Context: an optimization exercise on an open-source flow, tuned for small area. The choices shown serve that exercise and are no tape-out recipe. Where RTL was checked, it was by simulation tests only, not by an equivalence proof against the original. Power is estimated from default activity; no workload was simulated.

// dtw_ctrl
module dtw_ctrl (
    input  logic               clk,
    input  logic               nrst,
    input  logic               i_valid,
    input  logic               i_bt_end,
    input  dtw_pkg::sample_t   i_r,
    input  dtw_pkg::sample_t   i_t,
    output logic               o_ready,
    output logic               o_dc_ena,
    output logic               o_bt_ena,
    output dtw_pkg::mem_addr_t o_addr,
    output logic               o_wr,
    output dtw_pkg::sample_t   o_r,
    output dtw_pkg::sample_t   o_t,
    output dtw_pkg::src_t      o_tsrc,
    output dtw_pkg::src_t      o_rsrc,
    output dtw_pkg::sel_t      o_sel0,
    output dtw_pkg::sel_t      o_sel1,
    output dtw_pkg::sel_t      o_sel2
);
Size: roughly 330 flip-flops, ~220 I/O pins.
make LEC_CHECK=0 CAP_MARGIN=20 CORE_MARGIN=2 CORE_UTILIZATION=40 CTS_BUF_LIST=sky130_fd_sc_hd__clkbuf_8 CTS_CLUSTER_SIZE=30 SLEW_MARGIN=20 SYNTH_MEMORY_MAX_BITS=16384 finish   # period 8.0 ns
run.sh (not shown) runs the stock make flow with config.mk's settings and CLKGATE_MAP_FILE= SYNTH_SCRIPT=/design/flow/synth_recipe.tcl, a recipe that flattens the netlist after the stock synthesis.
==> next run, changes <==
--- a/flow/config.mk
+++ b/flow/config.mk
@@ -10,4 +10,3 @@
 export CORE_UTILIZATION = 40
-export CTS_BUF_LIST = sky130_fd_sc_hd__clkbuf_8
-export CTS_CLUSTER_SIZE = 30
+export CTS_BUF_LIST = sky130_fd_sc_hd__clkbuf_4
 export SLEW_MARGIN = 20
=> Via count rises by 2.4%. Hold slack stays flat. Final area barely changes. Final cell count rose by 3.5%. Die area is unchanged. Sequential share of layout area shrinks by 0.12 points. Synthesized area does not change.
No functional check of the RTL was part of any run of this note.

Another version of the RTL of dtw_ctrl (not shown whole).
Size: roughly 890 cells after synthesis, ~330 flip-flops, about 220 I/O pins.
Settings: LEC_CHECK=0, CAP_MARGIN=20, CORE_MARGIN=2, CORE_UTILIZATION=40, CTS_BUF_LIST=sky130_fd_sc_hd__clkbuf_16, CTS_CLUSTER_DIAMETER=80, CTS_CLUSTER_SIZE=20, SLEW_MARGIN=20, SYNTH_MEMORY_MAX_BITS=16384; clock period 8.0 ns.
standard.sh (not shown) runs the stock make flow with config.mk's settings and CLKGATE_MAP_FILE= SYNTH_SCRIPT=/design/flow/synth_recipe.tcl, a recipe that flattens the netlist after the stock synthesis.
==> flow/flow/run.sh <==
#!/bin/bash
# Standard layout, with the port buffers built from the smallest buffer cell
# (sky130_fd_sc_hd__buf_1) instead of the delay cell buffer_ports picks by default.
set -euo pipefail
bash standard.sh "BUFFER_PORTS_ARGS=-buffer_cell sky130_fd_sc_hd__buf_1" finish > standard_flow.log 2>&1
The first run finished clean.
Then changed:
Settings changed: CTS_CLUSTER_DIAMETER 80 to 100, CTS_CLUSTER_SIZE 20 to 30.
=> The changed run went through all stages and came out clean. Utilization came out lower by 0.54 points. Register-to-register slack is about the same. Non-clock buffer count is unchanged. Total power shrinks by 2.8%. Synthesized area is unchanged. Clock power decreases by about 20%.

Setup of v34:
Another version of the RTL of dtw_ctrl (not shown whole).
Size in the first run: ~790 cells after synthesis, ~330 flip-flops, about 220 I/O pins, roughly 0.010 sq mm of cells after synthesis.
==> flow/config.mk <==
export PLATFORM = sky130hd
export DESIGN_NAME = dtw_ctrl
export DESIGN_NICKNAME = dtw_ctrl
export VERILOG_FILES = /design/flow/design.v
export SDC_FILE = /design/flow/constraint.sdc
export NUM_CORES = 4
export LEC_CHECK = 0
export CAP_MARGIN = 0
export CORE_MARGIN = 2
export CORE_UTILIZATION = 65
export CTS_BUF_LIST = sky130_fd_sc_hd__clkbuf_16
export CTS_CLUSTER_DIAMETER = 80
export CTS_CLUSTER_SIZE = 25
export SLEW_MARGIN = 0
export SYNTH_MEMORY_MAX_BITS = 16384
==> flow/constraint.sdc <==
create_clock -name core_clock -period 8.0 [get_ports {clk}]
set_input_delay 1.6000 -clock core_clock [delete_from_list [all_inputs] [get_ports {clk}]]
set_output_delay 1.6000 -clock core_clock [all_outputs]
set_load 0.01 [all_outputs]
==> flow/flow/run.sh <==
#!/bin/bash
# The standard layout with two changes:
#  - synthesis maps logic with an area-oriented ABC script (flow/abc_area.script,
#    used through ABC_AREA=1 from a copy of the ORFS scripts folder); the rest of
#    the synthesis (synth_recipe.tcl, registers, flatten, renames) is unchanged;
#  - the port buffers use the smallest buffer cell (sky130_fd_sc_hd__buf_1).
set -euo pipefail
W=$PWD
rm -rf "$W/scripts_abc"
cp -r "$FLOW_HOME/scripts" "$W/scripts_abc"
cp "$W/flow/abc_area.script" "$W/scripts_abc/abc_area.script"
bash standard.sh "SCRIPTS_DIR=$W/scripts_abc" ABC_AREA=1 synth > standard_synth.log 2>&1
bash standard.sh "BUFFER_PORTS_ARGS=-buffer_cell sky130_fd_sc_hd__buf_1" finish > standard_layout.log 2>&1
==> flow/flow/abc_area.script <==
&get -n
&st
&syn2
&dch -f
&nf -R 1000
&put
topo
Changes in v32 relative to v34:
Settings: CORE_UTILIZATION changed from 65 to 40.
Results
v32 | status: complete | timing, DRC, antenna: pass. v34: full flow OK, the timing, design-rule and antenna checks passed. v34 → v32: relative slew slack grew by 8.9 points, pin count of the biggest net entering global routing essentially unchanged, wire length decreased 2.0 mm. [compare] base=v34 new=v32: global placer's final weighted congestion neither gained nor lost much; utilization after layout dropped 27 points.
Edits applied to the flow inputs when going from v32 to v29:
Settings: CORE_UTILIZATION changed from 40 to 65; CTS_CLUSTER_DIAMETER changed from 80 to 60; CTS_CLUSTER_SIZE changed from 25 to 30; PLACE_DENSITY newly set to 0.75.
Findings:
STATUS detailed placer's ending HPWL: v29 loses against v32. Compared with v32, v29 shows a higher global-route usage. met5 as the uppermost layer routed was reported by v32, and met4 by v29. Re clock skew: v29 is 0.024 ns up on v32. Utilization: v29 > v32. Global-route track usage on met2 up 24 points in v29 wrt v32. Per-cell routed wire length, v32 and v29: higher on v29.
#### Input delta (v36 over v29)
Settings: swapping 30 for 20 in CTS_CLUSTER_SIZE; swapping 65 for 40 in CORE_UTILIZATION; swapping 60 for 80 in CTS_CLUSTER_DIAMETER; swapping 0 for 20 in SLEW_MARGIN; swapping 0 for 20 in CAP_MARGIN; clearing PLACE_DENSITY, which used to be 0.75.
--- outcome ---
Compared with v29, in v36 combinational share of power dropped 0.8 points, layout overhead on the synthesized area climbed 2.7 points, final-layout clock-cell area share climbed 0.65 points, minimum clock period after layout dropped 0.20 ns.
v36 vs v29, highest routed metal layer: met5 vs met4
Sum of internal, switching and leakage power essentially unchanged between v29 and v36.
When v36 is measured against v29, its met1 wire length turns out 680 um higher.

-- what the ideal ports hide --
Ports are ideal in the flow. The routed layouts listed here were re-timed in OpenROAD. Step 1 sets driving cells, clkbuf_16 on the clock port and buf_2 on the other inputs (assumed; they add their load-dependent delay and slew). Step 2 adds t to the input delays and takes it off the output delays; t is the mean of the earliest and latest rising clock arrival at the registers after step 1. Input paths then give back, and output paths get back, about the clock's delay inside the block. a / b / c = ideal / step 1 / step 2; a / b = the first two.
run	shift t [ns]	slack for setup (ns)	worst setup path after step 2	worst register clock-pin slew, ns	pins driven straight from the clock port
the first run of note 1	0.605	1.522 / 1.522 / 1.522	register to register	0.07 / 0.07	1
the second run of note 1	0.732	1.493 / 1.493 / 1.493	register to register	0.07 / 0.07	1
the first run of note 2	0.565	3.246 / 3.197 / 3.762	register to output	0.08 / 0.08	1
the second run of note 2	0.549	3.223 / 3.177 / 3.726	register to output	0.11 / 0.11	1
v34	0.524	3.285 / 3.241 / 3.765	register to output	0.09 / 0.09	1
v32	0.542	3.490 / 3.445 / 3.861	register to register	0.10 / 0.10	1
v29	0.532	3.251 / 3.210 / 3.742	register to output	0.11 / 0.11	1
v36	0.548	3.449 / 3.405 / 3.836	register to register	0.08 / 0.08	1
After both steps every run listed still meets setup and hold.
